Source: an optimization exercise on an open RTL-to-GDS flow (aim: small area). Production flows keep margins and buffers that such runs may drop. The RTL was checked by simulation tests, not by an equivalence proof against the original design. Power is estimated from default activity; no workload was simulated.

export LEC_CHECK = 0
export CAP_MARGIN = 10
export CORE_MARGIN = 2
export CORE_UTILIZATION = 50
export PLACE_DENSITY = 0.62
export SLEW_MARGIN = 10
export SYNTH_HIERARCHICAL = 1
create_clock -name core_clock -period 4.0 [get_ports {clk}]
standard.sh (not shown) runs the stock make flow with config.mk's settings and CLKGATE_MAP_FILE= SYNTH_SCRIPT=/design/flow/synth_recipe.tcl, a recipe that flattens the netlist after the stock synthesis.
==> flow/flow/run.sh <==
#!/bin/bash
# Layout flow: the standard ORFS flow (standard.sh) with these changes to
# how the layout is made:
#  - the port buffers that global placement inserts are buf_1 cells,
#  - clock tree synthesis uses larger sink clusters and no dummy loads, and
#  - after floorplan, the gates driving the register-file row lines are sized
#    up (flow/upsize_rows.tcl), so placement need not buffer those rows.
# Every tool's output goes to its own log in this folder (ORFS keeps its
# per-step logs under orfs/logs).
set -euo pipefail
export BUFFER_PORTS_ARGS="-buffer_cell sky130_fd_sc_hd__buf_1"
export CTS_ARGS="-sink_clustering_enable -repair_clock_nets -dont_use_dummy_load -sink_clustering_size 28 -sink_clustering_max_diameter 100"
export POST_FLOORPLAN_TCL="$PWD/flow/upsize_rows.tcl"
bash standard.sh synth > flow_synth.log 2>&1
bash standard.sh finish > flow_finish.log 2>&1
==> flow/flow/upsize_rows.tcl <==
# Size up the gates that drive the register-file row lines (the one-hot read
# selects and the write enables, each with one load per bit of a register) so
# that one gate drives its whole row. Run after floorplan (POST_FLOORPLAN_TCL).
set n 0
foreach inst [[ord::get_db_block] getInsts] {
  set m [[$inst getMaster] getName]
  if {$m ne "sky130_fd_sc_hd__and2_1" && $m ne "sky130_fd_sc_hd__or2_1"} { continue }
  set net [[$inst findITerm X] getNet]
  if {$net eq "NULL" || [llength [$net getITerms]] < 17} { continue }
  replace_cell [$inst getName] [string map {_1 _4} $m]
  incr n
}
puts "upsize_rows: sized up $n row-line drivers"
The starting point completed without violations.
Rerun with:
--- a/flow/design.v
+++ b/flow/design.v
@@ -27,17 +27,17 @@
    } branch_op_e;
    typedef enum logic [1:0] {BYTE = 2'd0, HALF = 2'd1, WORD = 2'd2} mem_size_e;
    typedef enum logic [3:0] {
-      CLS_OP     = 4'd10,
-      CLS_UNK    = 4'd12,  
-      CLS_LOAD   = 4'd3,
-      CLS_IMM    = 4'd8,
-      CLS_JALR   = 4'd4,
-      CLS_STORE  = 4'd0,
-      CLS_BRANCH = 4'd1,
-      CLS_LUI    = 4'd9,
-      CLS_AUIPC  = 4'd6,
-      CLS_JAL    = 4'd15,
-      CLS_NOP    = 4'd2    
+      CLS_OP     = 4'd12,
+      CLS_UNK    = 4'd13,  
+      CLS_LOAD   = 4'd9,
+      CLS_IMM    = 4'd2,
+      CLS_JALR   = 4'd3,
+      CLS_STORE  = 4'd15,
+      CLS_BRANCH = 4'd11,
+      CLS_LUI    = 4'd10,
+      CLS_AUIPC  = 4'd1,
+      CLS_JAL    = 4'd5,
+      CLS_NOP    = 4'd7    
    } cls_e;
    typedef struct packed {
       logic [6:0] funct7;
=> Combinational power went up by 10%. Critical path depth is unchanged. Worst setup slack loses 0.31 ns. Utilization hardly moves. Total power went up by 2.4%. Final area stays flat. Sequential share of layout area is about the same. Count of clock-buffer cells in the layout stays the same. Cell count stays flat. Clock skew decreases by 0.026 ns. Die area is about the same. Non-clock buffer count is lower by 2. Synthesized area barely changes.

* * *

build 69:
Another version of the RTL of decode_stage (not shown whole).
Size: roughly 1200 flip-flops, ~320 I/O pins, about 42000 sq um of cells after synthesis.
==> flow/config.mk <==
export PLATFORM = sky130hd
export DESIGN_NAME = decode_stage
export DESIGN_NICKNAME = decode_stage
export VERILOG_FILES = /design/flow/design.v
export SDC_FILE = /design/flow/constraint.sdc
export NUM_CORES = 4
export LEC_CHECK = 0
export CAP_MARGIN = 5
export CORE_MARGIN = 2
export CORE_UTILIZATION = 50
export PLACE_DENSITY = 0.62
export SLEW_MARGIN = 5
export SYNTH_HIERARCHICAL = 1
==> flow/constraint.sdc <==
create_clock -name core_clock -period 4.0 [get_ports {clk}]
set_input_delay 0.8000 -clock core_clock [delete_from_list [all_inputs] [get_ports {clk}]]
set_output_delay 0.8000 -clock core_clock [all_outputs]
set_load 0.01 [all_outputs]
==> flow/flow/run.sh <==
#!/bin/bash
# Layout flow: the standard ORFS flow (standard.sh) with two changes to how
# the layout is made:
#  - the port buffers that global placement inserts are buf_1 cells, and
#  - clock tree synthesis uses larger sink clusters and no dummy loads.
# Every tool's output goes to its own log in this folder (ORFS keeps its
# per-step logs under orfs/logs).
set -euo pipefail
export BUFFER_PORTS_ARGS="-buffer_cell sky130_fd_sc_hd__buf_1"
export CTS_ARGS="-sink_clustering_enable -repair_clock_nets -dont_use_dummy_load -sink_clustering_size 25 -sink_clustering_max_diameter 100"
bash standard.sh synth > flow_synth.log 2>&1
bash standard.sh finish > flow_finish.log 2>&1
In summary, build 69 completed successfully, with a layout that passed the timing, design-rule and antenna checks.
[inputs] build 23 vs build 69
diff --git a/flow/design.v b/flow/design.v
--- a/flow/design.v
+++ b/flow/design.v
@@ -24,23 +24,22 @@
       CMP_BGE  = 3'b101,
       CMP_BLTU = 3'b110,
       CMP_BGEU = 3'b111
    } branch_op_e;
    typedef enum logic [1:0] {BYTE = 2'd0, HALF = 2'd1, WORD = 2'd2} mem_size_e;
    typedef enum logic [3:0] {
-      CLS_OP     = 4'd10,
-      CLS_UNK    = 4'd12,  
-      CLS_LOAD   = 4'd3,
-      CLS_IMM    = 4'd8,
+      CLS_OP     = 4'd0,
+      CLS_UNK    = 4'd1,   
+      CLS_LOAD   = 4'd2,
+      CLS_IMM    = 4'd3,
       CLS_JALR   = 4'd4,
-      CLS_STORE  = 4'd0,
-      CLS_BRANCH = 4'd1,
-      CLS_LUI    = 4'd9,
-      CLS_AUIPC  = 4'd6,
-      CLS_JAL    = 4'd15,
-      CLS_NOP    = 4'd2    
+      CLS_STORE  = 4'd5,
+      CLS_BRANCH = 4'd6,
+      CLS_LUI    = 4'd7,
+      CLS_AUIPC  = 4'd8,
+      CLS_JAL    = 4'd9
    } cls_e;
    typedef struct packed {
       logic [6:0] funct7;
       logic [4:0] rs2;
       logic [4:0] rs1;
       logic [2:0] funct3;
@@ -251,15 +250,12 @@
                case (funct3[1:0])
                   2'b00:   dmem_size = decode_pkg::BYTE;
                   2'b01:   dmem_size = decode_pkg::HALF;
                   default: dmem_size = decode_pkg::WORD;
                endcase
             end
-            decode_pkg::CLS_NOP: begin   
-               alu_b_sel = decode_pkg::ALU_IMM;
-            end
             decode_pkg::CLS_LUI: begin
                alu_a_sel = decode_pkg::ALU_ZERO;
                alu_b_sel = decode_pkg::ALU_IMM;
                reg_write = rd_nz;
             end
             decode_pkg::CLS_AUIPC: begin
@@ -365,27 +361,24 @@
    logic               vld;
    logic               bubble2;
    logic [32-1:1]   sel1, sel2;
    logic [32-1:0]       rs1_nxt, rs2_nxt;
    assign instr_eff = insert_nop ? 32'h0000_0013 : instruction_in;
    always_comb begin
-      case (instruction_in[6:0])
+      case (instr_eff.r.opcode)
          decode_pkg::OPC_LOAD:   cls_nxt = decode_pkg::CLS_LOAD;
          decode_pkg::OPC_IMM:    cls_nxt = decode_pkg::CLS_IMM;
          decode_pkg::OPC_AUIPC:  cls_nxt = decode_pkg::CLS_AUIPC;
          decode_pkg::OPC_STORE:  cls_nxt = decode_pkg::CLS_STORE;
          decode_pkg::OPC_OP:     cls_nxt = decode_pkg::CLS_OP;
          decode_pkg::OPC_LUI:    cls_nxt = decode_pkg::CLS_LUI;
          decode_pkg::OPC_BRANCH: cls_nxt = decode_pkg::CLS_BRANCH;
          decode_pkg::OPC_JALR:   cls_nxt = decode_pkg::CLS_JALR;
          decode_pkg::OPC_JAL:    cls_nxt = decode_pkg::CLS_JAL;
          default:                cls_nxt = decode_pkg::CLS_UNK;
       endcase
-      if (insert_nop) begin
-         cls_nxt = decode_pkg::CLS_NOP;
-      end
    end
    always_ff @(posedge clk or negedge rstn) begin
       if (!rstn) begin
          vld     <= 1'b0;
          bubble2 <= 1'b0;
       end else begin
@@ -393,13 +386,13 @@
          bubble2 <= jump_or_branch;
       end
    end
    always_ff @(posedge clk) begin
       pc      <= pc_in;
       pc_pls4 <= pc_pls4_in;
-      ir      <= {instruction_in[31:12], instr_eff.r.rd};
+      ir      <= instr_eff[31:7];
       cls     <= cls_nxt;
       rs1_data <= rs1_nxt;
       rs2_data <= rs2_nxt;
    end
    assign rd_addr = ir[11:7];
    for (genvar i = 1; i < 32; i++) begin : g_row
Findings:
For the post-route worst setup slack, build 23 came in 0.062 ns lower than build 69 did. Route | build 23 vs build 69 | wire longer in build 23. NOTE: global-route wire length before repair in build 23 exceeds that of build 69. Build 23 vs build 69 — mean routed wirelength per cell climbed slightly. Row count of non-CTS inverters in the layout: build 23 lower / build 69 higher. Changes observed in build 23 relative to build 69: area after synthesis rose about 0.65%; compound-gate portion of the synthesized area ~0 delta; power share of the clock group lost 0.2 points; proportion of cell area spent on the clock network shows no meaningful change. In the reports for build 69 and build 23, the smaller total power after layout belongs to build 69. Between build 69 and build 23, the difference in fraction of met2 tracks used by global routing is negligible. Build 69 → build 23: cell count moved up, count of vias placed by the detailed router dropped 359, fraction of area in registers level.

static timing again, ports no longer ideal:
In the flow no input, the clock included, has a driving cell. The finished layouts below were timed again as built, in two steps. Step 1 sets driving cells, clkbuf_16 on the clock port and buf_2 on the other inputs (assumed; they add their load-dependent delay and slew). Step 2 moves the port delays by t, midway between the first and last clock arrival at a register: inputs arrive t later, outputs are due t later. That takes back most of the time a late clock gives input paths. Three values: no drivers, after step 1, after step 2; two values: the first two.
run	shift t [ns]	slack for setup (ns)	slew at the worst register clock pin (ns)	worst slew at a driven data input, ns
the first run of note 1	0.702	0.602 / 0.531 / 0.606	0.12 / 0.12	0.11
the second run of note 1	0.720	0.288 / 0.217 / 0.472	0.12 / 0.12	0.13
build 69	0.732	0.566 / 0.566 / 0.118	0.11 / 0.11	0.08
build 23	0.714	0.504 / 0.473 / -0.165	0.10 / 0.10	0.05
Met with ideal ports but missed after step 2: setup timing in build 23. For build 23, which loses most, drivers alone change the setup slack by -0.031 ns; drivers and shift together by -0.669 ns.
